Background: an optimization exercise with open tools, aiming at small area, a short achievable clock period and few clock cycles per item. Do not read the settings as production practice. Where RTL was checked, it was by simulation tests only, not by an equivalence proof against the original. For runs 4 and 5, only the layout was checked, not whether the RTL still works.

## constraint.sdc

```tcl
create_clock -name core_clock -period 10.5 [get_ports {i_clk}]
set_input_delay 2.1000 -clock core_clock [delete_from_list [all_inputs] [get_ports {i_clk}]]
set_output_delay 2.1000 -clock core_clock [all_outputs]
set_load 0.01 [all_outputs]
```

## design.v

```verilog
package bytedecode_pkg;
	typedef enum logic [3:0] {
		W1  = 4'd1,
		W4  = 4'd4,
		W5  = 4'd5,
		W10 = 4'd10,
		W11 = 4'd11,
		W12 = 4'd12
	} coeff_width_e;
	typedef enum logic [1:0] {
		S_IDLE = 2'd0,
		S_RUN  = 2'd1,
		S_DONE = 2'd2
	} ctrl_state_e;
	function automatic logic [6:0] coeffs_per_word(coeff_width_e w);
		case (w)
			4'd1:    coeffs_per_word = 7'd64;
			4'd4:    coeffs_per_word = 7'd16;
			4'd5:    coeffs_per_word = 7'd12;
			4'd10:   coeffs_per_word = 7'd6;
			default: coeffs_per_word = 7'd5;
		endcase
	endfunction
	function automatic logic [5:0] out_words(coeff_width_e w);
		case (w)
			4'd1:    out_words = 6'd4;
			4'd4:    out_words = 6'd16;
			4'd5:    out_words = 6'd22;
			4'd10:   out_words = 6'd43;
			default: out_words = 6'd52;
		endcase
	endfunction
	function automatic logic [6:0] last_bits(coeff_width_e w);
		int unsigned left;
		left = 256 - (out_words(w) - 1) * coeffs_per_word(w);
		last_bits = 7'(left * w);
	endfunction
endpackage
`timescale 1ns/10ps
module bytedecode_ctrl (
	input  logic							i_clk,
	input  logic							i_rstn,
	input  logic							i_ibytes_valid,
	input  logic [3:0]						i_l,
	input  logic [8-1:0]			i_fill,
	input  logic							i_last,
	output logic							o_ibytes_ready,
	output logic							o_load,
	output logic [8-1:0]			o_take,
	output logic							o_emit,
	output bytedecode_pkg::coeff_width_e	o_width,
	output logic							o_clear,
	output logic							o_done
);
	bytedecode_pkg::ctrl_state_e	state_q;
	bytedecode_pkg::coeff_width_e	width_q;
	logic [6-1:0]		in_cnt_q;
	logic [6-1:0]		in_words;
	logic [6:0]						full_bits;
	logic [8-1:0]			word_bits;
	assign in_words  = {width_q, 2'b00};
	assign full_bits = 7'(bytedecode_pkg::coeffs_per_word(width_q) * width_q);
	always_comb begin
		if (i_last) begin
			word_bits = {1'b0, bytedecode_pkg::last_bits(width_q)};
		end else begin
			word_bits = {1'b0, full_bits};
		end
	end
	always_comb begin
		o_ibytes_ready = 1'b0;
		o_emit         = 1'b0;
		case (state_q)
			bytedecode_pkg::S_IDLE: begin
				o_ibytes_ready = 1'b1;
			end
			bytedecode_pkg::S_RUN: begin
				o_ibytes_ready = (i_fill <= 8'(64)) && (in_cnt_q < in_words);
				o_emit         = (i_fill >= word_bits);
			end
			default: begin
				o_ibytes_ready = 1'b0;
			end
		endcase
	end
	assign o_load  = i_ibytes_valid & o_ibytes_ready;
	assign o_take  = o_emit ? word_bits : '0;
	assign o_width = width_q;
	assign o_clear = (state_q == bytedecode_pkg::S_DONE);
	always_ff @(posedge i_clk or negedge i_rstn) begin
		if (!i_rstn) begin
			state_q  <= bytedecode_pkg::S_IDLE;
			width_q  <= bytedecode_pkg::W1;
			in_cnt_q <= '0;
			o_done   <= 1'b0;
		end else begin
			o_done <= (state_q == bytedecode_pkg::S_DONE);
			case (state_q)
				bytedecode_pkg::S_IDLE: begin
					if (o_load) begin
						state_q  <= bytedecode_pkg::S_RUN;
						width_q  <= bytedecode_pkg::coeff_width_e'(i_l);
						in_cnt_q <= 6'(1);
					end
				end
				bytedecode_pkg::S_RUN: begin
					if (o_load) begin
						in_cnt_q <= in_cnt_q + 1'b1;
					end
					if (o_emit && i_last) begin
						state_q <= bytedecode_pkg::S_DONE;
					end
				end
				default: begin
					state_q <= bytedecode_pkg::S_IDLE;
				end
			endcase
		end
	end
endmodule
`timescale 1ns/10ps
module bit_buffer (
	input  logic					i_clk,
	input  logic					i_rstn,
	input  logic					i_load,
	input  logic [64-1:0]	i_ibytes,
	input  logic [8-1:0]	i_take,
	input  logic					i_clear,
	output logic [64-1:0]	o_window,
	output logic [8-1:0]	o_fill
);
	logic [128-1:0]	buf_q;
	logic [8-1:0]	fill_q;
	logic [128-1:0]	kept;
	logic [8-1:0]	kept_fill;
	logic [128-1:0]	incoming;
	assign kept      = buf_q >> i_take;
	assign kept_fill = fill_q - i_take;
	assign incoming = {{(128-64){1'b0}}, i_ibytes} << kept_fill;
	always_ff @(posedge i_clk or negedge i_rstn) begin
		if (!i_rstn) begin
			buf_q  <= '0;
			fill_q <= '0;
		end else if (i_clear) begin
			buf_q  <= '0;
			fill_q <= '0;
		end else if (i_load) begin
			buf_q  <= kept | incoming;
			fill_q <= kept_fill + 8'(64);
		end else begin
			buf_q  <= kept;
			fill_q <= kept_fill;
		end
	end
	assign o_window = buf_q[64-1:0];
	assign o_fill   = fill_q;
endmodule
`timescale 1ns/10ps
module coeff_emitter (
	input  logic							i_clk,
	input  logic							i_rstn,
	input  logic							i_emit,
	input  bytedecode_pkg::coeff_width_e	i_width,
	input  logic [64-1:0]			i_window,
	output logic [64-1:0]			o_coeffs,
	output logic							o_coeffs_valid,
	output logic							o_last
);
	logic [6-1:0]	out_cnt_q;
	logic [6-1:0]	last_idx;
	logic [6:0]					word_bits;
	logic [64-1:0]		mask;
	assign last_idx = bytedecode_pkg::out_words(i_width) - 1'b1;
	assign o_last   = (out_cnt_q == last_idx);
	always_comb begin
		if (o_last) begin
			word_bits = bytedecode_pkg::last_bits(i_width);
		end else begin
			word_bits = 7'(bytedecode_pkg::coeffs_per_word(i_width) * i_width);
		end
	end
	assign mask = ~({64{1'b1}} << word_bits);
	always_ff @(posedge i_clk) begin
		if (i_emit) begin
			o_coeffs <= i_window & mask;
		end
	end
	always_ff @(posedge i_clk or negedge i_rstn) begin
		if (!i_rstn) begin
			o_coeffs_valid <= 1'b0;
			out_cnt_q      <= '0;
		end else begin
			o_coeffs_valid <= i_emit;
			if (i_emit) begin
				if (o_last) begin
					out_cnt_q <= '0;
				end else begin
					out_cnt_q <= out_cnt_q + 1'b1;
				end
			end
		end
	end
endmodule
`timescale 1ns/10ps
module bytedecode_top (
	input  logic					i_clk,
	input  logic					i_rstn,
	input  logic [64-1:0]	i_ibytes,
	input  logic					i_ibytes_valid,
	output logic					o_ibytes_ready,
	input  logic [3:0]				i_l,
	output logic [64-1:0]	o_coeffs,
	output logic					o_coeffs_valid,
	output logic					o_done
);
	logic							load;
	logic [8-1:0]			take;
	logic [8-1:0]			fill;
	logic							clear;
	logic							emit;
	logic							last;
	logic [64-1:0]			window;
	bytedecode_pkg::coeff_width_e	width;
	bytedecode_ctrl u_ctrl (
		.i_clk			(i_clk),
		.i_rstn			(i_rstn),
		.i_ibytes_valid	(i_ibytes_valid),
		.i_l			(i_l),
		.i_fill			(fill),
		.i_last			(last),
		.o_ibytes_ready	(o_ibytes_ready),
		.o_load			(load),
		.o_take			(take),
		.o_emit			(emit),
		.o_width		(width),
		.o_clear		(clear),
		.o_done			(o_done)
	);
	bit_buffer u_buf (
		.i_clk			(i_clk),
		.i_rstn			(i_rstn),
		.i_load			(load),
		.i_ibytes		(i_ibytes),
		.i_take			(take),
		.i_clear		(clear),
		.o_window		(window),
		.o_fill			(fill)
	);
	coeff_emitter u_emit (
		.i_clk			(i_clk),
		.i_rstn			(i_rstn),
		.i_emit			(emit),
		.i_width		(width),
		.i_window		(window),
		.o_coeffs		(o_coeffs),
		.o_coeffs_valid	(o_coeffs_valid),
		.o_last			(last)
	);
endmodule
```

## run.sh

```bash
#!/bin/bash
# synth_recipe.tcl (not shown) runs the flow's synth.tcl, then flattens the netlist and writes it again
# the make line also repeats each setting of config.mk as NAME=value (left out here)
make -C /OpenROAD-flow-scripts/flow DESIGN_CONFIG=/design/flow/config.mk WORK_HOME=/design/flow/orfs CLKGATE_MAP_FILE= SYNTH_SCRIPT=/design/flow/synth_recipe.tcl finish
```

## config.mk

```make
export PLATFORM = sky130hd
export DESIGN_NAME = bytedecode_top
export DESIGN_NICKNAME = bytedecode_top
export VERILOG_FILES = /design/flow/design.v
export SDC_FILE = /design/flow/constraint.sdc
export NUM_CORES = 4
export LEC_CHECK = 0
export CAP_MARGIN = 20
export CORE_MARGIN = 2
export CORE_UTILIZATION = 40
export PLACE_DENSITY = 0.6
export SLEW_MARGIN = 20
```

==> flow_summary.json, run 1 <==
{
  "cts_tree": "yes",
  "ant_nets": 0,
  "wl_um": 163000,
  "clk_pin_slew_ps": 60,
  "post-dp-hpwl_um": 124000,
  "status": "complete, no violations",
  "yosys.area.top_type_share_pct": 14.4,
  "hold_depth": 1,
  "hold_ws_ps": 476,
  "ys_top_cells_by_area": "dfrtp_1 (14%), mux2i_1 (9.5%), edfxtp_1 (7.1%), nand2_1 (5.9%), o21ai_0 (4.9%)",
  "grt_pass1_vias": 29980,
  "rows": 95,
  "cp.buffers_inverters": 7,
  "ys_warn_count": 3,
  "vias": 32563,
  "synth_area_mm2": 0.0269,
  "start_util_pct": 40.2,
  "grt_pass1_wl_um": 228000,
  "drc_errors": 0,
  "clk_latency_ps": 660,
  "gp_congestion": 1.13,
  "gr-total-overflow": 0,
  "design_area_mm2": 0.0313,
  "dr.pass1.iters": 9,
  "port_buffers": 137,
  "async_reset_ff_share_pct": 70.9,
  "clock-sinks": 220,
  "critPathMaxFanout": 57,
  "dieWidth_um": 263,
  "syn_to_final_growth_pct": 16.3,
  "synth_top_area_cell": "dfrtp_1",
  "netlist_instances": 3552,
  "ys_ff_latch": 220,
  "cts-root-buf": "clkbuf_16",
  "antenna_found_initial": 8,
  "cp.depth": 35,
  "die_area_mm2": 0.0694,
  "cp_slowest_cell": "o21ai_0",
  "endpoint_kind": "register",
  "crit_top_cell": "ha_1",
  "layout-drive-gt1-share_pct": 13.0,
  "numCtsBuffers": 30,
  "slew_headroom_pct": 16.6,
  "synth-edff-count": 64,
  "final-max-slew-violation-count": 0,
  "crit_type": "register to register",
  "grt.total_usage_pct": 45.2,
  "r2r_cells": 35,
  "syn_area_per_cell_um2": 7.58,
  "ys_seq_area_share_pct": 21.6,
  "cts.htree.levels": 1,
  "setup_viol": 0,
  "yosysMostFrequentCell": "nand2_1",
  "fin_crit_sh_pct": 97.5,
  "chipHeight_um": 263,
  "synth_flop_cell": "dfrtp_1",
  "fin_skew_ps": 65.6,
  "tightest_slew_ps": 1240,
  "max_clock_freq_mhz": 97.7,
  "hold_buffers": 0,
  "worstHoldEndpoint": "u_emit.out_cnt_q[5]$_DFFE_PN0N_",
  "synth_common_cells": "nand2_1 (420), nor2_1 (321), o21ai_0 (266), a21oi_1 (257), mux2i_1 (256)",
  "hp-class": "register to register",
  "cp.required_ps": 11050,
  "core_area_mm2": 0.0669,
  "wl_per_cell_um": 36.1,
  "worstHoldStart": "u_emit.out_cnt_q[5]$_DFFE_PN0N_",
  "drt-initial-drc-count": 6023,
  "r2r_start": "u_ctrl.width_q[0]$_DFFE_PN1P_",
  "clockBufferDepth": 3,
  "avgViaCountPerCell": 7.21,
  "r2r-end": "u_buf.buf_q[0]$_DFF_PN0_",
  "cp_top_family": "adder cells",
  "grt_max_degree": 153,
  "maxCapViolations": 0,
  "ioPinCount": 138,
  "fin_nets": 3759,
  "hold_violations": 0,
  "cp-start-kind": "register",
  "placed_area_mm2": 0.0301,
  "r2r_slack_ps": 270,
  "finalCriticalPeriod_ps": 10230,
  "slowest_delay_ps": 990,
  "yosysUniqueCellTypes": 95,
  "crit_arrival_ps": 10790
}
[routing by layer]
metal  GRT usage (%)  wire length (µm)  vias to the layer above
met1            60.8             62900                    15695
met4            22.6              9840                       12
met5               0                78                        -
met2            62.7             64700                     2736
li1                -                 -                    13587
met3            17.3             25700                      533
[kinds of logic (layout without fill, tap and decap cells)]
kind of cell / after synthesis / after routing / synth area share [%]
adders and majority gates: 72 / 72 / 3.93
AOI/OAI and AO/OA: 1251 / 1251 / 30.8
other: 2 / 15 / 0.0279
xor gates and xnor gates: 38 / 38 / 1.29
and+or+nand+nor: 1218 / 1218 / 20.5
DFF: 220 / 220 / 21.6
muxes: 342 / 342 / 15.5
buffers and inverters: 409 / 489 / 6.29
[how the worst max path moves through the flow]
stage	start	to	slack [ps]
3_5_place_dp	u_ctrl.width_q[0]$_DFFE_PN1P_	u_buf.buf_q[6]$_DFF_PN0_	250
4_1_cts	u_ctrl.width_q[0]$_DFFE_PN1P_	u_buf.buf_q[77]$_DFF_PN0_	220
2_1_floorplan	u_ctrl.width_q[0]$_DFFE_PN1P_	u_buf.buf_q[88]$_DFF_PN0_	5
3_3_place_gp	u_ctrl.width_q[0]$_DFFE_PN1P_	u_buf.buf_q[2]$_DFF_PN0_	270
6_report	u_ctrl.width_q[0]$_DFFE_PN1P_	u_buf.buf_q[0]$_DFF_PN0_	270
5_1_grt	u_ctrl.width_q[0]$_DFFE_PN1P_	u_buf.buf_q[116]$_DFF_PN0_	-10
[layout make-up]
cell class | count | area, µm²
fill | 6769 | 35600
multi-input combinational | 2931 | 19800
sequential | 220 | 5830
timing repair buffer | 358 | 3220
tap | 873 | 1090
clock buffer | 37 | 815
inverter | 75 | 289
clock inverter | 19 | 214
antenna | 5 | 12.5
[placed cells by master, fill, tap and decap left out, types with 38 or more instances in the layout]
| cell type | instances |
|---|---|
| nand2_1 | 416 |
| nor3_1 | 85 |
| clkdlybuf4s50_1 | 136 |
| a31oi_1 | 79 |
| a21oi_1 | 251 |
| a22oi_1 | 62 |
| a211oi_1 | 71 |
| ha_1 | 49 |
| o211ai_1 | 49 |
| o21ai_0 | 263 |
| nand3_1 | 162 |
| o22ai_1 | 60 |
| inv_1 | 62 |
| mux2i_1 | 250 |
| nor2_1 | 313 |
| edfxtp_1 | 64 |
| buf_4 | 204 |
| or3_1 | 52 |
| dfrtp_1 | 155 |
| and3_1 | 38 |
| mux4_2 | 57 |
[per-stage QoR]
| step | util [%] | TNS (ps) | instances | worst slack (ps) |
|---|---|---|---|---|
| 4_1_cts | 46.5 | 0 | 4507 | 218 |
| 6_report | 46.8 | 0 | 4518 | 265 |
| 2_1_floorplan | - | 0 | 3560 | 4.91 |
| 3_5_place_dp | 44.9 | 0 | 4451 | 250 |
| 3_3_place_gp | 44.9 | 0 | 4451 | 270 |
| 5_1_grt | 46.7 | -15.4 | 4513 | -10.7 |
[state kept, by name, indices dropped and copies added (netlist names)]
register	count
u_buf.fill_q	8
u_emit.out_cnt_q	6
u_ctrl.width_q	4
u_ctrl.in_cnt_q	6
u_emit.o_coeffs_valid	1
u_buf.buf_q	128
u_emit.o_coeffs	64
u_ctrl.state_q	2
u_ctrl.o_done	1
[what timing repair did]
item                       in CTS  in global routing
setup buffers                   0                  6
setup endpoints to repair       0                119
gates resized for setup         0                 36
Testbench counts, summed over its fixed seeds: cycles 20,350, frames 384.
==> run 2, diff against run 1 <==
==> design.v (replaced) <==
package bytedecode_pkg;
	function automatic logic [3:0] width_therm(logic [3:0] l);
		case (l)
			4'd11:   width_therm = 4'b1111;
			4'd12:   width_therm = 4'b1110;
			4'd5:    width_therm = 4'b1100;
			4'd10:   width_therm = 4'b1000;
			default: width_therm = 4'b0000;
		endcase
	endfunction
endpackage
`timescale 1ns/10ps
module bytedecode_top (
	input  logic					i_clk,
	input  logic					i_rstn,
	input  logic [64-1:0]	i_ibytes,
	input  logic					i_ibytes_valid,
	output logic					o_ibytes_ready,
	input  logic [3:0]				i_l,
	output logic [64-1:0]	o_coeffs,
	output logic					o_coeffs_valid,
	output logic					o_done
);
	logic [63:0]	a_q, b_q;
	logic			va_q, vb_q;
	logic [3:0]		ta_q, tb_q;		 
	logic			la_q, lb_q;		 
	logic [5:0]		p_q;
	logic [1:0]		sub_q;			 
	logic [3:0]		grp_q;			 
	logic			ready_q;
	logic [5:0]		thr;
	logic			p_ge_thr, p_gt_thr;
	logic			emit, lastbeat, pop, amove;
	logic [5:0]		p_d;
	assign thr      = ta_q[0] ? 6'd9 : (ta_q[3] ? 6'd4 : 6'd0);
	assign p_ge_thr = (p_q >= thr);
	assign p_gt_thr = (p_q > thr);
	assign emit     = va_q & (la_q | ~p_gt_thr | vb_q);
	assign lastbeat = la_q & p_ge_thr;
	assign pop      = emit & p_ge_thr;
	assign amove    = ~va_q | pop;
	assign p_d      = emit ? (lastbeat ? 6'd0 : p_q - thr) : p_q;
	logic			load, in_last;
	assign load    = i_ibytes_valid & ready_q;
	assign in_last = (sub_q == 2'd3) && (grp_q == i_l);
	logic			va_d, vb_d;
	logic [3:0]		ta_d;
	logic			ready_d;
	logic [5:0]		thr_d;
	assign va_d  = amove ? vb_q : va_q;
	assign vb_d  = ready_q ? i_ibytes_valid : (vb_q & ~amove);
	assign ta_d  = amove ? tb_q : ta_q;
	assign thr_d = ta_d[0] ? 6'd9 : (ta_d[3] ? 6'd4 : 6'd0);
	assign ready_d = ~vb_d | ~va_d | (p_d >= thr_d);
	always_ff @(posedge i_clk or negedge i_rstn) begin
		if (!i_rstn) begin
			va_q    <= 1'b0;
			vb_q    <= 1'b0;
			p_q     <= '0;
			sub_q   <= '0;
			grp_q   <= 4'd1;
			ready_q <= 1'b1;
		end else begin
			va_q    <= va_d;
			vb_q    <= vb_d;
			p_q     <= p_d;
			ready_q <= ready_d;
			if (load) begin
				if (in_last) begin
					sub_q <= '0;
					grp_q <= 4'd1;
				end else begin
					sub_q <= sub_q + 1'b1;
					if (sub_q == 2'd3) grp_q <= grp_q + 1'b1;
				end
			end
		end
	end
	always_ff @(posedge i_clk) begin
		if (amove) begin
			a_q  <= b_q;
			ta_q <= tb_q;
			la_q <= lb_q;
		end
		if (ready_q) begin
			b_q  <= i_ibytes;
			tb_q <= bytedecode_pkg::width_therm(i_l);
			lb_q <= in_last;
		end
	end
	logic [127:0]	cat;
	logic [59:0]	sh4;
	logic [54:0]	sh;
	logic [63:0]	win;
	logic			m11, m12, m20, m40, m55, m60;
	assign cat = {b_q, a_q};
	assign sh4 = 60'(cat >> {p_q[5:2], 2'b00});
	assign sh  = 55'(sh4 >> p_q[1:0]);
	assign m11 = ~(lastbeat & ta_q[0]);
	assign m12 = ~(lastbeat & ta_q[1]);
	assign m20 = ~(lastbeat & ta_q[2]);
	assign m40 = ~(lastbeat & ta_q[3]);
	assign m55 = ~ta_q[0] & m40;
	assign m60 = ~ta_q[3];
	assign win = {a_q[63:60] & {4{m60}},
	              sh4[59:55] & {5{m55}},
	              sh[54:40]  & {15{m40}},
	              sh[39:20]  & {20{m20}},
	              sh[19:12]  & {8{m12}},
	              sh[11]     & m11,
	              sh[10:0]};
	always_ff @(posedge i_clk) begin
		o_coeffs <= win;
	end
	always_ff @(posedge i_clk or negedge i_rstn) begin
		if (!i_rstn) begin
			o_coeffs_valid <= 1'b0;
			o_done         <= 1'b0;
		end else begin
			o_coeffs_valid <= emit;
			o_done         <= emit & lastbeat;
		end
	end
	assign o_ibytes_ready = ready_q;
endmodule
==> flow_summary.json, run 2 <==
{
  "worstHoldStart": "b_q[61]$_DFFE_PP_",
  "synth_top_area_cell": "edfxtp_1",
  "post-cts-setup-buffers": 0,
  "drt-initial-drc-count": 1007,
  "dpl_worst_slack_ps": 5690,
  "grt_max_degree": 73,
  "yosys.area.top_type_share_pct": 33.4,
  "ioPinCount": 138,
  "netlist_instances": 992,
  "cts_resized": 0,
  "r2r_slack_ps": 5680,
  "die_area_mm2": 0.0320,
  "multi_input_area_mm2": 0.00594,
  "grt_pass1_vias": 8777,
  "fin_crit_sh_pct": 45.9,
  "clockBufferDepth": 3,
  "wl_per_cell_um": 25.8,
  "clk_latency_ps": 530,
  "cts-root-buf": "clkbuf_16",
  "hold_depth": 0,
  "async_reset_ff_share_pct": 7.76,
  "gp_congestion": 0.981,
  "synth_area_mm2": 0.0122,
  "r2r-end": "ready_q$_DFF_PN1_",
  "r2r_cells": 14,
  "fin_nets": 1173,
  "max_clock_freq_mhz": 207,
  "ys_warn_count": 1,
  "clk_pin_slew_ps": 60,
  "tightest_slew_ps": 1090,
  "r2r_start": "p_q[1]$_DFF_PN0_",
  "setup_viol": 0,
  "chipHeight_um": 179,
  "synth-edff-count": 136,
  "fin_skew_ps": 15.9,
  "cts.htree.levels": 1,
  "port_buffers": 137,
  "grt_pass1_wl_um": 56800,
  "drc_errors": 0,
  "syn_to_final_growth_pct": 19.4,
  "critPathMaxFanout": 70,
  "post-dp-hpwl_um": 29700,
  "gr-total-overflow": 0,
  "ys_seq_area_share_pct": 47.7,
  "dr.pass1.iters": 6,
  "status": "complete, no violations",
  "final_common_cell": "clkdlybuf4s50_1",
  "grt.total_usage_pct": 24.1,
  "synth_common_cells": "edfxtp_1 (136), nand2_1 (103), mux2i_1 (75), dfxtp_1 (66), mux4_2 (66)",
  "crit_top_cell": "a21oi_1",
  "reg.largest.list": "a_q x64, b_q x64, o_coeffs x64",
  "dieWidth_um": 179,
  "ant_nets": 0,
  "endpoint_kind": "register",
  "ys_top_cells_by_area": "edfxtp_1 (33%), mux4_2 (12%), dfxtp_1 (11%), mux2i_1 (6.1%), mux2_2 (3.7%)",
  "hold_buffers": 0,
  "ys_ff_latch": 219,
  "synth_flop_cell": "edfxtp_1",
  "rows": 64,
  "maxCapViolations": 0,
  "rsz0062_at_grt": "false",
  "vias": 9387,
  "cp-start-kind": "register",
  "crit_type": "register to register",
  "cp_slowest_cell": "dfrtp_1",
  "yosysMostFrequentCell": "edfxtp_1",
  "regArea_mm2": 0.00584,
  "finalCriticalPeriod_ps": 4820,
  "fin_setup_tns_ps": 0,
  "hold_violations": 0,
  "antenna_found_initial": 0,
  "crit_arrival_ps": 5270,
  "antenna_cells": 0,
  "cp.required_ps": 10940,
  "syn_area_per_cell_um2": 12.3,
  "layout-drive-gt1-share_pct": 16.2,
  "cts_tree": "yes",
  "hp-class": "register to register",
  "setup_slack_ps": 5680,
  "slowest_delay_ps": 850,
  "worstHoldEndpoint": "a_q[61]$_DFFE_PN_",
  "n_fill_cell": 2698,
  "slew_headroom_pct": 27.2,
  "core_area_mm2": 0.0303,
  "avgViaCountPerCell": 6.23,
  "path_cells": "clkinv_1, ha_1, nor2b_1, o22ai_1, a21oi_1, nor2_1, inv_2, buf_4, a21oi_1, ha_1, a21o_1, nor3_1, a21oi_1, or4_1",
  "wl_um": 38900,
  "clock-sinks": 219,
  "mostFrequentLayoutCells": "clkdlybuf4s50_1 (137), edfxtp_1 (136), nand2_1 (103)",
  "yosysUniqueCellTypes": 72,
  "numCtsBuffers": 24,
  "start_util_pct": 40.3,
  "final-max-slew-violation-count": 0
}
## run 2: layout make-up
cell class                      instances  share of cell area (%)
Clock buffer                           35                    5.05
Clock inverter                          9                   0.523
Inverter                               14                   0.377
Multi-Input combinational cell        685                    40.7
Sequential cell                       219                    40.0
Tap cell                              396                    3.39
Timing Repair Buffer                  148                    9.95
## run 2: worst max-delay path, delay by kind of cell, from the launching register on
kind | cells | cell delay, ps
AND/OR/NAND/NOR | 4 | 870
adder cells (fa/ha/maj) | 2 | 770
AO/OA/AOI/OAI | 5 | 840
flip-flops | 1 | 850
buffers and inverters | 3 | 1400
## run 2: metrics by stage
step           area, µm²  cells  utilization (%)  hold slack (ps)
2_1_floorplan      12200    992                -              400
3_3_place_gp       13800   1462             45.4              403
3_5_place_dp       13800   1462             45.4              406
4_1_cts            14600   1506             48.1              420
5_1_grt            14600   1506             48.1              428
6_report           14600   1506             48.1              418
## run 2: layer usage
layer  vias to the layer above  part of all wire [%]  track usage, %
met2                       480                    42            34.6
met4                         0                   3.6            8.33
met3                        69                   9.5            5.70
met5                         -                     0               0
met1                      4635                    45            35.6
li1                       4203                     -               -
## run 2: worst max-delay path by stage
stage                           from                end  slack (ps)  cells after the start
floorplan           p_q[0]$_DFF_PN0_  ready_q$_DFF_PN1_        5510                     17
CTS                 p_q[1]$_DFF_PN0_  ready_q$_DFF_PN1_        5670                     14
global placement    p_q[1]$_DFF_PN0_  ready_q$_DFF_PN1_        5800                     14
global route        p_q[1]$_DFF_PN0_  ready_q$_DFF_PN1_        5180                     14
detailed placement  p_q[1]$_DFF_PN0_  ready_q$_DFF_PN1_        5690                     14
finish              p_q[1]$_DFF_PN0_  ready_q$_DFF_PN1_        5680                     14
## run 2: kinds of logic (layout without fill, tap and decap cells)
kind of cell	after synthesis	count (layout)	synth area share (%)
buffers and inverters	88	206	3.86
xor gates and xnor gates	7	7	0.501
and+or+nand+nor	213	213	7.94
DFF	219	219	47.7
AOI/OAI and AO/OA	265	265	16.1
adders and majority gates	10	10	1.02
muxes	190	190	22.9
Testbench counts of run 2, summed over its fixed seeds: cycles 11,787, frames 384.
==> run 3, diff against run 2 <==
--- a/design.v
+++ b/design.v
@@ -30,14 +30,12 @@
 	logic [3:0]		grp_q;			 
 	logic			ready_q;
+	logic			pge_q, pgt_q;
 	logic [5:0]		thr;
-	logic			p_ge_thr, p_gt_thr;
 	logic			emit, lastbeat, pop, amove;
 	logic [5:0]		p_d;
 	assign thr      = ta_q[0] ? 6'd9 : (ta_q[3] ? 6'd4 : 6'd0);
-	assign p_ge_thr = (p_q >= thr);
-	assign p_gt_thr = (p_q > thr);
-	assign emit     = va_q & (la_q | ~p_gt_thr | vb_q);
-	assign lastbeat = la_q & p_ge_thr;
-	assign pop      = emit & p_ge_thr;
+	assign emit     = va_q & (la_q | ~pgt_q | vb_q);
+	assign lastbeat = la_q & pge_q;
+	assign pop      = emit & pge_q;
 	assign amove    = ~va_q | pop;
 	assign p_d      = emit ? (lastbeat ? 6'd0 : p_q - thr) : p_q;
@@ -49,9 +47,12 @@
 	logic			ready_d;
 	logic [5:0]		thr_d;
+	logic			pge_d, pgt_d;
 	assign va_d  = amove ? vb_q : va_q;
 	assign vb_d  = ready_q ? i_ibytes_valid : (vb_q & ~amove);
 	assign ta_d  = amove ? tb_q : ta_q;
 	assign thr_d = ta_d[0] ? 6'd9 : (ta_d[3] ? 6'd4 : 6'd0);
-	assign ready_d = ~vb_d | ~va_d | (p_d >= thr_d);
+	assign pge_d   = (p_d >= thr_d);
+	assign pgt_d   = (p_d > thr_d);
+	assign ready_d = ~vb_d | ~va_d | pge_d;
 	always_ff @(posedge i_clk or negedge i_rstn) begin
 		if (!i_rstn) begin
@@ -62,4 +63,6 @@
 			grp_q   <= 4'd1;
 			ready_q <= 1'b1;
+			pge_q   <= 1'b1;
+			pgt_q   <= 1'b0;
 		end else begin
 			va_q    <= va_d;
@@ -67,4 +70,6 @@
 			p_q     <= p_d;
 			ready_q <= ready_d;
+			pge_q   <= pge_d;
+			pgt_q   <= pgt_d;
 			if (load) begin
 				if (in_last) begin
==> flow/run.sh (new file) <==
#!/bin/bash
# Standard ORFS layout, with the timing repair steps asked to reach a
# tighter setup margin than the clock period alone would ask for.
set -euo pipefail
bash standard.sh SETUP_SLACK_MARGIN=7.3 finish > flow_make.log 2>&1
==> standard.sh (new file) <==
#!/bin/bash
# synth_recipe.tcl (not shown) runs the flow's synth.tcl, then flattens the netlist and writes it again
# the make line also repeats each setting of config.mk as NAME=value (left out here)
make -C /OpenROAD-flow-scripts/flow DESIGN_CONFIG=/design/flow/config.mk WORK_HOME=/design/flow/orfs CLKGATE_MAP_FILE= SYNTH_SCRIPT=/design/flow/synth_recipe.tcl "${@:-finish}"
removed: run.sh
==> flow_summary.json, run 3 <==
{
  "hold_ws_ps": 419,
  "cts-root-buf": "clkbuf_16",
  "max_clock_freq_mhz": 292,
  "path_cells": "buf_6",
  "antenna_cells": 0,
  "critPathMaxFanout": 2,
  "ys_seq_area_share_pct": 48.3,
  "antenna_found_initial": 0,
  "rsz0062_at_grt": "true",
  "ys_top_cells_by_area": "edfxtp_1 (34%), mux4_2 (21%), dfxtp_1 (11%), mux2i_1 (4.4%), mux2_2 (3.8%)",
  "ant_nets": 0,
  "mostFrequentLayoutCells": "edfxtp_1 (136), mux4_2 (113), nand2_1 (73)",
  "fin_skew_ps": 25.3,
  "rows": 63,
  "syn_area_per_cell_um2": 13.9,
  "clk_pin_slew_ps": 60,
  "setup_slack_ps": 7080,
  "grt_max_degree": 83,
  "cp_top_family": "flip-flops",
  "drt-initial-drc-count": 901,
  "yosys.area.top_type_share_pct": 33.5,
  "grt_pass1_wl_um": 52300,
  "wl_per_cell_um": 25.0,
  "endpoint_kind": "primary output",
  "fin_setup_tns_ps": 0,
  "dieWidth_um": 178,
  "setup_viol": 0,
  "status": "complete, no violations",
  "final_common_cell": "edfxtp_1",
  "chipHeight_um": 178,
  "cp.required_ps": 8400,
  "avgViaCountPerCell": 6.14,
  "reg.largest.list": "a_q x64, b_q x64, o_coeffs x64",
  "synth_common_cells": "edfxtp_1 (136), mux4_2 (113), nand2_1 (74), dfxtp_1 (66), mux2i_1 (54)",
  "slowest_delay_ps": 660,
  "maxCapViolations": 0,
  "post-dp-hpwl_um": 25300,
  "dr.pass1.iters": 5,
  "cp_slowest_cell": "dfstp_4",
  "hp-class": "register to register",
  "port_buffers": 137,
  "final-max-slew-violation-count": 0,
  "fin_nets": 1069,
  "design_area_mm2": 0.0145,
  "fin_crit_sh_pct": 32.6,
  "gp_congestion": 0.955,
  "cp-start-kind": "register",
  "yosysUniqueCellTypes": 66,
  "ys_warn_count": 1,
  "ioPinCount": 138,
  "clock-sinks": 221,
  "grt_pass1_vias": 8259,
  "synth_flop_cell": "edfxtp_1",
  "netlist_instances": 878,
  "n_fill_cell": 2665,
  "hold_buffers": 0,
  "layout.cells.non_filler": 1396,
  "hold_violations": 0,
  "start_util_pct": 40.9,
  "dp_cells": 1347,
  "core_area_mm2": 0.0298,
  "dpl_worst_slack_ps": 6370,
  "drc_errors": 0,
  "clockBufferDepth": 3,
  "finalCriticalPeriod_ps": 3420,
  "slew_headroom_pct": 27.2,
  "gr-total-overflow": 0,
  "cp.buffers_inverters": 1,
  "syn_to_final_growth_pct": 19.1,
  "async_reset_ff_share_pct": 8.60,
  "crit_type": "register to primary output",
  "synth-edff-count": 136,
  "wl_um": 34900,
  "die_area_mm2": 0.0318,
  "ys_ff_latch": 221,
  "clk_latency_ps": 550,
  "placed_area_mm2": 0.0138,
  "yosysMostFrequentCell": "edfxtp_1",
  "post-route-util_pct": 48.7,
  "cts_tree": "yes",
  "tightest_slew_ps": 1090,
  "synth_area_mm2": 0.0122,
  "cts.htree.levels": 1,
  "crit_arrival_ps": 1320,
  "grt.total_usage_pct": 21.9,
  "synth_top_area_cell": "edfxtp_1",
  "vias": 8569,
  "layout-drive-gt1-share_pct": 29.1,
  "numCtsBuffers": 24
}
==> run 3: area by class of cell <==
| cell class | instances | area (µm²) | area share (%) |
|---|---|---|---|
| flip-flops and latches | 221 | 5910 | 40.7 |
| repair buffers | 152 | 1300 | 8.94 |
| inverters | 10 | 37.5 | 0.259 |
| multi-input cells | 579 | 5940 | 40.9 |
| well taps | 390 | 488 | 3.36 |
| clock buffers | 41 | 810 | 5.58 |
| clock inverters | 3 | 27.5 | 0.190 |
==> run 3: what timing repair did <==
item,CTS,global route
gates resized for setup,184,57
cloned,0,1
buffers inserted,3,1
endpoints found under the setup margin,126,65
pin swaps,0,1
==> run 3: metal layers <==
metal / wire, µm / GRT usage (%) / vias to the layer above
met5: 0 / 0 / -
met1: 15800 / 32.7 / 4270
met2: 15200 / 32.3 / 422
li1: - / - / 3818
met4: 956 / 6.30 / 0
met3: 2980 / 4.52 / 59
==> run 3: kinds of logic (layout without fill, tap and decap cells) <==
family                     count (synthesis)  count (layout)  synth area share [%]
DFF                                      221             221                  48.3
adders and majority gates                 10              10                  1.03
xor gates and xnor gates                   8               8                 0.575
AOI/OAI and AO/OA                        191             191                  11.5
muxes                                    209             209                  29.4
and+or+nand+nor                          161             161                  6.10
buffers and inverters                     78             206                  3.08
==> run 3: worst paths after layout <==
| check | start | to | slack, ps | depth (start not counted) |
|---|---|---|---|---|
| setup reg to reg | p_q[2]$_DFF_PN0_ | o_coeffs[11]$_DFF_P_ | 7470 | 6 |
| hold reg to reg | b_q[63]$_DFFE_PP_ | a_q[63]$_DFFE_PN_ | 420 | 0 |
| min in group asynchronous | i_rstn | grp_q[2]$_DFFE_PN0P_ | 2070 | 1 |
| hold / removal | b_q[63]$_DFFE_PP_ | a_q[63]$_DFFE_PN_ | 420 | 0 |
| max in group asynchronous | i_rstn | p_q[5]$_DFF_PN0_ | 7770 | 1 |
| setup / recovery | ready_q$_DFF_PN1_ | o_ibytes_ready | 7080 | 1 |
Testbench counts of run 3, summed over its fixed seeds: cycles 11,787, frames 384.
==> run 4, diff against run 3 <==
--- a/design.v
+++ b/design.v
@@ -27,6 +27,5 @@
 	logic			la_q, lb_q;		 
 	logic [5:0]		p_q;
-	logic [1:0]		sub_q;			 
-	logic [3:0]		grp_q;			 
+	logic [5:0]		cnt_q;			 
 	logic			ready_q;
 	logic			pge_q, pgt_q;
@@ -42,5 +41,5 @@
 	logic			load, in_last;
 	assign load    = i_ibytes_valid & ready_q;
-	assign in_last = (sub_q == 2'd3) && (grp_q == i_l);
+	assign in_last = (cnt_q == 6'd1);
 	logic			va_d, vb_d;
 	logic [3:0]		ta_d;
@@ -60,7 +59,6 @@
 			vb_q    <= 1'b0;
 			p_q     <= '0;
-			sub_q   <= '0;
-			grp_q   <= 4'd1;
-			ready_q <= 1'b1;
+			cnt_q   <= '0;
+			ready_q <= 1'b0;
 			pge_q   <= 1'b1;
 			pgt_q   <= 1'b0;
@@ -73,10 +71,8 @@
 			pgt_q   <= pgt_d;
 			if (load) begin
-				if (in_last) begin
-					sub_q <= '0;
-					grp_q <= 4'd1;
+				if (cnt_q == 6'd0) begin
+					cnt_q <= {i_l - 4'd1, 2'b11};
 				end else begin
-					sub_q <= sub_q + 1'b1;
-					if (sub_q == 2'd3) grp_q <= grp_q + 1'b1;
+					cnt_q <= cnt_q - 1'b1;
 				end
 			end
==> flow/run.sh (replaced) <==
#!/bin/bash
# Standard ORFS layout, with the timing repair steps asked to reach a
# tighter setup margin than the clock period alone would ask for, and
# the smallest buffer on the ports.
set -euo pipefail
bash standard.sh SETUP_SLACK_MARGIN=7.5 "BUFFER_PORTS_ARGS=-buffer_cell sky130_fd_sc_hd__buf_1" finish > flow_make.log 2>&1
==> flow_summary.json, run 4 <==
{
  "slowest_delay_ps": 540,
  "fin_crit_sh_pct": 31.8,
  "ys_warn_count": 1,
  "hp-class": "register to register",
  "wl_per_cell_um": 32.7,
  "dr.pass1.iters": 6,
  "cp_slowest_cell": "dfrtp_4",
  "cp.required_ps": 8400,
  "yosysUniqueCellTypes": 81,
  "layout-drive-gt1-share_pct": 30.2,
  "hold_violations": 0,
  "yosys.area.top_type_share_pct": 28.8,
  "mostFrequentLayoutCells": "edfxtp_1 (136), mux4_2 (123), mux2i_1 (98)",
  "synth_common_cells": "edfxtp_1 (136), mux4_2 (123), mux2i_1 (101), nand2_1 (75), dfxtp_1 (66)",
  "clock-sinks": 221,
  "max_clock_freq_mhz": 300,
  "ys_seq_area_share_pct": 41.5,
  "finalCriticalPeriod_ps": 3340,
  "drt-initial-drc-count": 1705,
  "antenna_cells": 0,
  "reg.largest.list": "a_q x64, b_q x64, o_coeffs x64",
  "path_cells": "buf_6",
  "final_common_cell": "edfxtp_1",
  "crit_type": "register to primary output",
  "synth-edff-count": 136,
  "critPathMaxFanout": 2,
  "grt_pass1_wl_um": 78300,
  "clockBufferDepth": 3,
  "fin_skew_ps": 8.94,
  "status": "complete, no violations",
  "cts-root-buf": "clkbuf_16",
  "ys_ff_latch": 221,
  "yosysMostFrequentCell": "edfxtp_1",
  "final-max-slew-violation-count": 0,
  "setup_viol": 0,
  "avgViaCountPerCell": 6.79,
  "tightest_slew_ps": 938,
  "fin_nets": 1288,
  "slew_headroom_pct": 36.8,
  "rsz0062_at_grt": "true",
  "cts.htree.levels": 1,
  "die_area_mm2": 0.0369,
  "async_reset_ff_share_pct": 8.60,
  "gr-total-overflow": 0,
  "ys_top_cells_by_area": "edfxtp_1 (29%), mux4_2 (20%), dfxtp_1 (9.3%), mux2i_1 (7.1%), dfrtp_1 (3.2%)",
  "grt_pass1_vias": 10905,
  "cp-start-kind": "register",
  "netlist_instances": 1101,
  "dieWidth_um": 192,
  "wl_um": 54800,
  "synth_area_mm2": 0.0142,
  "syn_to_final_growth_pct": 16.0,
  "grt_max_degree": 68,
  "port_buffers": 137,
  "cts_tree": "yes",
  "rows": 68,
  "fin_setup_tns_ps": 0,
  "start_util_pct": 40.8,
  "grt.total_usage_pct": 29.6,
  "cp.buffers_inverters": 1,
  "syn_area_per_cell_um2": 12.9,
  "maxCapViolations": 0,
  "cp_top_family": "flip-flops",
  "hold_buffers": 0,
  "drc_errors": 0,
  "crit_arrival_ps": 1240,
  "core_area_mm2": 0.0347,
  "numCtsBuffers": 25,
  "antenna_found_initial": 1,
  "ant_nets": 0,
  "vias": 11365,
  "post-dp-hpwl_um": 39500,
  "gp_congestion": 1.01,
  "clk_latency_ps": 550,
  "ioPinCount": 138,
  "synth_flop_cell": "edfxtp_1",
  "chipHeight_um": 192,
  "synth_top_area_cell": "edfxtp_1",
  "clk_pin_slew_ps": 60,
  "endpoint_kind": "primary output"
}
run 4: timing repair:
| item | in CTS | in global routing |
|---|---|---|
| endpoints found under the hold margin | 0 | 0 |
| setup buffers | 5 | 8 |
| pin swaps | 1 | 2 |
| resized for setup | 139 | 47 |
| setup endpoints to repair | 129 | 96 |
| gates cloned | 0 | 2 |
run 4: path summary, 6_finish.rpt:
| check | start | end | slack (ps) | cells after the start |
|---|---|---|---|---|
| worst max-delay path | ready_q$_DFF_PN0_ | o_ibytes_ready | 7160 | 1 |
| worst min-delay path | b_q[56]$_DFFE_PP_ | a_q[56]$_DFFE_PN_ | 420 | 0 |
| min in group asynchronous | i_rstn | pgt_q$_DFF_PN0_ | 1500 | 1 |
| worst min register to register | b_q[56]$_DFFE_PP_ | a_q[56]$_DFFE_PN_ | 420 | 0 |
| worst max register to register | p_q[0]$_DFF_PN0_ | o_coeffs[3]$_DFF_P_ | 7500 | 6 |
| max in group asynchronous | i_rstn | p_q[3]$_DFF_PN0_ | 8630 | 1 |
run 4: layer usage:
layer | up-vias | share of wire (%) | global-route usage, %
met5 | - | 0.020 | 0
met4 | 2 | 4.5 | 9.98
met3 | 146 | 12 | 7.44
met2 | 817 | 44 | 44.8
met1 | 5673 | 40 | 41.4
li1 | 4727 | - | -
run 4: kinds of logic after synthesis:
group                      synth area share, %
AOI/OAI and AO/OA                         13.4
adders and majority gates                 1.24
buffers and inverters                     4.59
DFF                                       41.5
and+or+nand+nor                           6.96
xor gates and xnor gates                 0.309
muxes                                     32.0
run 4: through the flow:
stage,worst slack [ps],instances,cell area (µm²),hold WS (ps),util [%]
floorplan,7460,1101,14200,400,-
global placement,6760,1616,14900,402,42.8
detailed placement,6790,1616,14900,408,42.8
CTS,7140,1665,16100,422,46.4
global route,7120,1675,16400,431,47.3
finish,7160,1675,16400,419,47.3
run 4: cell type report:
| cell class | instances | area [µm²] |
|---|---|---|
| fill | 3164 | 18300 |
| clock inverter | 11 | 106 |
| timing repair buffer | 169 | 1250 |
| sequential | 221 | 5940 |
| clock buffer | 33 | 699 |
| inverter | 20 | 108 |
| multi-input combinational | 766 | 7750 |
| tap | 455 | 569 |
==> run 5, diff against run 4 <==
--- a/config.mk
+++ b/config.mk
@@ -8,5 +8,6 @@
 export CAP_MARGIN = 20
 export CORE_MARGIN = 2
-export CORE_UTILIZATION = 40
-export PLACE_DENSITY = 0.6
+export CORE_UTILIZATION = 55
+export CTS_BUF_LIST = sky130_fd_sc_hd__clkbuf_8
+export PLACE_DENSITY = 0.7
 export SLEW_MARGIN = 20
==> flow_summary.json, run 5 <==
{
  "avgViaCountPerCell": 7.45,
  "dieWidth_um": 164,
  "rsz0062_at_grt": "true",
  "gp_congestion": 1.05,
  "path_cells": "buf_6",
  "vias": 11665,
  "ys_warn_count": 1,
  "drt-initial-drc-count": 2037,
  "clockBufferDepth": 3,
  "fin_crit_sh_pct": 31.5,
  "numCtsBuffers": 36,
  "cts_tree": "yes",
  "wl_met2_um": 21700,
  "finalCriticalPeriod_ps": 3310,
  "synth_top_area_cell": "edfxtp_1",
  "synth_flop_cell": "edfxtp_1",
  "ant_nets": 0,
  "crit_type": "register to primary output",
  "fin_setup_tns_ps": 0,
  "rows": 58,
  "cp_slowest_cell": "dfrtp_4",
  "drc_errors": 0,
  "grt_pass1_vias": 10679,
  "clk_latency_ps": 560,
  "dpl_worst_slack_ps": 6480,
  "cp.required_ps": 8400,
  "dr.pass1.iters": 6,
  "antenna_cells": 0,
  "yosysMostFrequentCell": "edfxtp_1",
  "worstHoldStart": "tb_q[1]$_DFFE_PP_",
  "core_area_mm2": 0.0253,
  "crit_start": "ready_q$_DFF_PN0_",
  "yosys.area.top_type_share_pct": 28.8,
  "fin_skew_ps": 34.0,
  "post-dp-hpwl_um": 37100,
  "ys_top_cells_by_area": "edfxtp_1 (29%), mux4_2 (20%), dfxtp_1 (9.3%), mux2i_1 (7.1%), dfrtp_1 (3.2%)",
  "yosysUniqueCellTypes": 81,
  "grt_max_degree": 65,
  "cp.buffers_inverters": 1,
  "port_buffers": 137,
  "maxCapViolations": 0,
  "wl_per_cell_um": 33.5,
  "setup_slack_ps": 7190,
  "synth-edff-count": 136,
  "endpoint_kind": "primary output",
  "slew_headroom_pct": 28.7,
  "tightest_slew_ps": 1070,
  "clock-sinks": 221,
  "setup_viol": 0,
  "hold_ws_ps": 421,
  "start_util_pct": 56.1,
  "critPathMaxFanout": 2,
  "hold_buffers": 0,
  "cts.htree.levels": 2,
  "cp-start-kind": "register",
  "crit_arrival_ps": 1210,
  "hold_violations": 0,
  "fin_nets": 1300,
  "synth_area_mm2": 0.0142,
  "final_common_cell": "edfxtp_1",
  "wl_um": 52400,
  "die_area_mm2": 0.0270,
  "synth_common_cells": "edfxtp_1 (136), mux4_2 (123), mux2i_1 (101), nand2_1 (75), dfxtp_1 (66)",
  "cts-root-buf": "clkbuf_8",
  "clk_pin_slew_ps": 70,
  "chipHeight_um": 164,
  "grt.total_usage_pct": 38.8,
  "cp_top_family": "flip-flops",
  "slowest_delay_ps": 530,
  "post-route-util_pct": 64.1,
  "syn_area_per_cell_um2": 12.9,
  "reg.largest.list": "a_q x64, b_q x64, o_coeffs x64",
  "grt_pass1_wl_um": 74100,
  "max_clock_freq_mhz": 302,
  "layout-drive-gt1-share_pct": 30.7,
  "gr-total-overflow": 0,
  "status": "complete, no violations",
  "syn_to_final_growth_pct": 14.3,
  "ys_ff_latch": 221,
  "met3_wirelength_um": 7410,
  "mostFrequentLayoutCells": "edfxtp_1 (136), mux4_2 (123), mux2i_1 (94)",
  "top_layer_used": "met5",
  "final-max-slew-violation-count": 0,
  "antenna_found_initial": 1,
  "ys_seq_area_share_pct": 41.5,
  "r2r_start": "p_q[3]$_DFF_PN0_",
  "netlist_instances": 1101,
  "async_reset_ff_share_pct": 8.60,
  "hp-class": "register to register",
  "ioPinCount": 138,
  "met1_length_um": 20400
}
## run 5: cell counts after synthesis
No cell type changed its count.
## run 5: final cells by class
type | count | area, µm²
flip-flops and latches | 221 | 5940
repair buffers | 169 | 1290
clock buffers | 42 | 578
inverters | 20 | 116
multi-input cells | 766 | 7750
repair inverters | 1 | 5.00
well taps | 330 | 413
clock inverters | 17 | 75.1
fillers | 1920 | 9080
## run 5: metal layers
layer	up-vias	track usage, %
li1	4747	-
met1	5729	56.0
met2	981	55.2
met3	206	11.3
met4	2	15.8
met5	-	0
## run 5: cells by family (layout without fill, tap and decap cells)
logic type,after synthesis,in the layout,synth area share [%]
AOI/OAI and AO/OA,261,261,13.4
xor gates and xnor gates,5,5,0.309
adders and majority gates,14,14,1.24
buffers and inverters,114,249,4.59
DFF,221,221,41.5
muxes,277,277,32.0
and+or+nand+nor,209,209,6.96
## run 5: worst paths after layout
check,endpoint,slack [ps],cells past startpoint
hold reg to reg,ta_q[1]$_DFFE_PN_,420,0
hold / removal,ta_q[1]$_DFFE_PN_,420,0
setup reg to reg,o_coeffs[52]$_DFF_P_,7570,6
min in group asynchronous,p_q[2]$_DFF_PN0_,1570,1
max in group asynchronous,pge_q$_DFF_PN1_,8340,2
setup / recovery,o_ibytes_ready,7190,1
## run 5: timing repair
action,4_1_cts,5_1_grt
setup endpoints to repair,131,101
buffers inserted,5,7
gates resized for setup,139,52
cloned,3,2
pin swaps,0,1
## run 5: through the flow
stage / area, µm² / instances
6_report: 16200 / 1566
3_3_place_gp: 14700 / 1489
3_5_place_dp: 14700 / 1490
4_1_cts: 15900 / 1557
5_1_grt: 16200 / 1566
2_1_floorplan: 14200 / 1101
==> run 6, diff against run 5 <==
--- a/design.v
+++ b/design.v
@@ -60,14 +60,8 @@
 			p_q     <= '0;
 			cnt_q   <= '0;
-			ready_q <= 1'b0;
-			pge_q   <= 1'b1;
-			pgt_q   <= 1'b0;
 		end else begin
 			va_q    <= va_d;
 			vb_q    <= vb_d;
 			p_q     <= p_d;
-			ready_q <= ready_d;
-			pge_q   <= pge_d;
-			pgt_q   <= pgt_d;
 			if (load) begin
 				if (cnt_q == 6'd0) begin
@@ -78,4 +72,9 @@
 			end
 		end
+	end
+	always_ff @(posedge i_clk) begin
+		ready_q <= ready_d;
+		pge_q   <= pge_d;
+		pgt_q   <= pgt_d;
 	end
 	always_ff @(posedge i_clk) begin
@@ -96,7 +95,15 @@
 	logic [63:0]	win;
 	logic			m11, m12, m20, m40, m55, m60;
+	logic [87:0]	l5;
+	logic [71:0]	l4;
+	logic [63:0]	l3;
+	logic [56:0]	l1;
 	assign cat = {b_q, a_q};
-	assign sh4 = 60'(cat >> {p_q[5:2], 2'b00});
-	assign sh  = 55'(sh4 >> p_q[1:0]);
+	assign l5  = p_q[5] ? cat[119:32] : cat[87:0];
+	assign l4  = p_q[4] ? l5[87:16]   : l5[71:0];
+	assign l3  = p_q[3] ? l4[71:8]    : l4[63:0];
+	assign sh4 = p_q[2] ? l3[63:4]    : l3[59:0];
+	assign l1  = p_q[1] ? sh4[58:2]   : sh4[56:0];
+	assign sh  = p_q[0] ? l1[55:1]    : l1[54:0];
 	assign m11 = ~(lastbeat & ta_q[0]);
 	assign m12 = ~(lastbeat & ta_q[1]);
@@ -115,12 +122,7 @@
 		o_coeffs <= win;
 	end
-	always_ff @(posedge i_clk or negedge i_rstn) begin
-		if (!i_rstn) begin
-			o_coeffs_valid <= 1'b0;
-			o_done         <= 1'b0;
-		end else begin
-			o_coeffs_valid <= emit;
-			o_done         <= emit & lastbeat;
-		end
+	always_ff @(posedge i_clk) begin
+		o_coeffs_valid <= emit;
+		o_done         <= emit & lastbeat;
 	end
 	assign o_ibytes_ready = ready_q;
==> flow/run.sh (replaced) <==
#!/bin/bash
# Standard ORFS layout, with the timing repair steps asked to reach a
# tighter setup margin than the clock period alone would ask for, the
# smallest buffer on the ports, and a clock tree of large clustered buffers.
set -euo pipefail
bash standard.sh SETUP_SLACK_MARGIN=7.5 \
	"BUFFER_PORTS_ARGS=-buffer_cell sky130_fd_sc_hd__buf_1" \
	"CTS_ARGS=-sink_clustering_enable -repair_clock_nets -buf_list sky130_fd_sc_hd__clkbuf_16 -sink_clustering_size 30 -sink_clustering_max_diameter 100" \
	finish > flow_make.log 2>&1
--- a/config.mk
+++ b/config.mk
@@ -8,6 +8,5 @@
 export CAP_MARGIN = 20
 export CORE_MARGIN = 2
-export CORE_UTILIZATION = 55
-export CTS_BUF_LIST = sky130_fd_sc_hd__clkbuf_8
-export PLACE_DENSITY = 0.7
+export CORE_UTILIZATION = 40
+export PLACE_DENSITY = 0.6
 export SLEW_MARGIN = 20
==> flow_summary.json, run 6 <==
{
  "grt_pass1_vias": 7219,
  "synth_top_family_by_area": "multiplexers",
  "wl_met2_um": 11800,
  "synth_area_mm2": 0.0112,
  "synth_xor_area_share_pct": 0.392,
  "fin_skew_ps": 27.1,
  "layout-drive-gt1-share_pct": 22.9,
  "chipHeight_um": 171,
  "wl_per_cell_um": 20.4,
  "crit_type": "register to primary output",
  "clk_latency_ps": 490,
  "ys_top_cells_by_area": "edfxtp_1 (37%), dfxtp_1 (13%), o22ai_1 (6.2%), mux4_2 (5.8%), mux2i_1 (4.8%)",
  "cp_slowest_cell": "dfxtp_4",
  "start_util_pct": 40.4,
  "dp_cells": 1358,
  "clk_pin_slew_ps": 110,
  "crit_arrival_ps": 1010,
  "cp_top_family": "flip-flops",
  "synth-simple-area-share_pct": 8.25,
  "synth_common_cells": "edfxtp_1 (136), o22ai_1 (110), dfxtp_1 (71), nand2_1 (70), nor2_1 (65)",
  "regArea_mm2": 0.00591,
  "setup_slack_ps": 7390,
  "reg.largest.list": "a_q x64, b_q x64, o_coeffs x64",
  "clock-sinks": 221,
  "layout.cells.non_filler": 1381,
  "post-route-util_pct": 45.4,
  "mostFrequentLayoutCells": "edfxtp_1 (136), o22ai_1 (110), nand2_1 (68), buf_1 (68), nor2_1 (65)",
  "hold_ws_ps": 430,
  "synth_top_area_cell": "edfxtp_1",
  "antenna_found_initial": 0,
  "maxCapViolations": 0,
  "fin_setup_tns_ps": 0,
  "avgViaCountPerCell": 5.76,
  "slowest_delay_ps": 410,
  "netlist_instances": 903,
  "ys_warn_count": 1,
  "met3_wirelength_um": 2020,
  "dpl_worst_slack_ps": 6980,
  "placed_area_mm2": 0.0118,
  "n_fill_cell": 2572,
  "tightest_slew_ps": 1150,
  "post-dp-hpwl_um": 20400,
  "gp_congestion": 0.921,
  "r2r-end": "o_coeffs[20]$_DFF_P_",
  "ys_ff_latch": 221,
  "port_buffers": 137,
  "final-max-slew-violation-count": 0,
  "top_layer_used": "met4",
  "syn_area_per_cell_um2": 12.4,
  "core_area_mm2": 0.0276,
  "dieWidth_um": 171,
  "gr-total-overflow": 0,
  "setup_viol": 0,
  "numCtsBuffers": 11,
  "hold_buffers": 0,
  "cp.buffers_inverters": 1,
  "async_reset_ff_share_pct": 6.33,
  "r2r_start": "p_q[5]$_DFF_PN0_",
  "rows": 61,
  "hold_violations": 0,
  "grt.total_usage_pct": 19.1,
  "grt_max_degree": 73,
  "critPathMaxFanout": 2,
  "crit_start": "ready_q$_DFF_P_",
  "synth_compound_area_share_pct": 15.9,
  "hp-class": "register to register",
  "final_common_cell": "edfxtp_1",
  "ioPinCount": 138,
  "ant_nets": 0,
  "crit_end": "o_ibytes_ready",
  "cts.htree.levels": 1,
  "synth-edff-count": 136,
  "endpoint_kind": "primary output",
  "dr.pass1.iters": 6,
  "drc_errors": 0,
  "yosysUniqueCellTypes": 69,
  "slew_headroom_pct": 23.0,
  "wl_um": 28200,
  "clockBufferDepth": 3,
  "syn_to_final_growth_pct": 12.3,
  "synth_fa_ha_area_share_pct": 1.57,
  "cp.required_ps": 8400,
  "yosysMostFrequentCell": "edfxtp_1",
  "fin_nets": 1084,
  "yosys.area.top_type_share_pct": 36.6,
  "synth_flop_cell": "edfxtp_1",
  "fin_crit_sh_pct": 29.6,
  "met1_length_um": 13800,
  "r2r_cells": 6,
  "antenna_cells": 0,
  "cp.depth": 1,
  "rsz0062_at_grt": "true",
  "ys_seq_area_share_pct": 52.4,
  "path_cells": "buf_6",
  "cp-start-kind": "register",
  "synth_mux_area_share_pct": 16.8,
  "multi_input_area_mm2": 0.00484,
  "hold_depth": 0,
  "drt-initial-drc-count": 893,
  "r2r_slack_ps": 7690,
  "grt_pass1_wl_um": 43000,
  "finalCriticalPeriod_ps": 3110,
  "cts-root-buf": "clkbuf_16",
  "status": "complete, no violations",
  "cts_tree": "yes",
  "die_area_mm2": 0.0293,
  "max_clock_freq_mhz": 322,
  "vias": 7948,
  "design_area_mm2": 0.0125
}
[run 6: cell types whose count changed after synthesis, sizes merged, moves of 10 or more]
cell   change
mux2i     -46
a22oi     -18
or2       +12
nor3      -15
a211o     +10
o22ai     +47
mux4      -93
nor2      +11
buf       -36
[run 6: kinds of logic (layout without fill, tap and decap cells)]
logic type | after synthesis | after routing
compound gates | 250 | 250
mux | 129 | 129
buf+inv | 82 | 182
fa+ha+maj | 14 | 14
xor+xnor | 5 | 5
simple gates | 202 | 202
flops | 221 | 221
[run 6: what timing repair did]
item                       4_1_cts  5_1_grt
pin swaps                        0        0
buffers inserted                 1        5
setup endpoints to repair      120      114
gates resized for setup        100       48
cloned                           0        0
[run 6: final cells by class]
cell class,instances,share of cell area (%)
Clock buffer,11,2.20
Multi-Input combinational cell,600,38.6
Inverter,16,0.669
Clock inverter,6,0.279
Timing Repair Buffer,149,7.33
Tap cell,378,3.77
Sequential cell,221,47.1
[run 6: metal layers]
layer / global-route usage, % / up-vias
li1: - / 3730
met1: 30.5 / 3847
met2: 27.1 / 335
met3: 2.91 / 36
met4: 4.05 / 0
met5: 0 / -
[run 6: how the worst min path moves through the flow]
stage | endpoint | start | slack, ps
floorplan | a_q[56]$_DFFE_PN_ | b_q[56]$_DFFE_PP_ | 400
global placement | a_q[60]$_DFFE_PN_ | b_q[60]$_DFFE_PP_ | 400
detailed placement | a_q[61]$_DFFE_PN_ | b_q[61]$_DFFE_PP_ | 410
CTS | a_q[61]$_DFFE_PN_ | b_q[61]$_DFFE_PP_ | 430
global route | a_q[59]$_DFFE_PN_ | b_q[59]$_DFFE_PP_ | 440
finish | a_q[59]$_DFFE_PN_ | b_q[59]$_DFFE_PP_ | 430
Testbench counts of run 6, summed over its fixed seeds: cycles 11,787, frames 384.

static timing again, ports no longer ideal:
No port has a modelled driver above. Below, the same layouts with a new extraction and two added sets of constraints.
Step 1 assumes that a clkbuf_16 drives the clock port and a buf_2 every other input.
Step 2 also shifts input and output timing later by t, the mid clock arrival at the registers, as if the neighbouring blocks saw the same clock.
Slacks: ideal / step 1 / step 2; pairs: ideal / step 1.
run	t, ns	slack for setup (ns)	hold slack, ns	worst setup path after step 2	slew at the worst register clock pin (ns)
run 1	0.692	0.265 / 0.265 / 0.265	0.476 / 0.476 / 0.476	register to register	0.07 / 0.07
run 2	0.573	5.678 / 5.678 / 5.678	0.418 / 0.418 / 0.418	register to register	0.06 / 0.06
run 3	0.585	7.076 / 7.026 / 6.780	0.419 / 0.419 / 0.419	input to register	0.07 / 0.07
run 4	0.595	7.162 / 7.107 / 7.094	0.419 / 0.419 / 0.419	input to register	0.07 / 0.07
run 5	0.588	7.190 / 7.145 / 6.994	0.421 / 0.421 / 0.421	input to register	0.07 / 0.07
run 6	0.521	7.391 / 7.343 / 7.153	0.430 / 0.430 / 0.430	input to register	0.12 / 0.12
After both steps setup and hold are still met in every run listed. For run 3, which loses most, drivers alone change the setup slack by -0.050 ns; drivers and shift together by -0.296 ns.
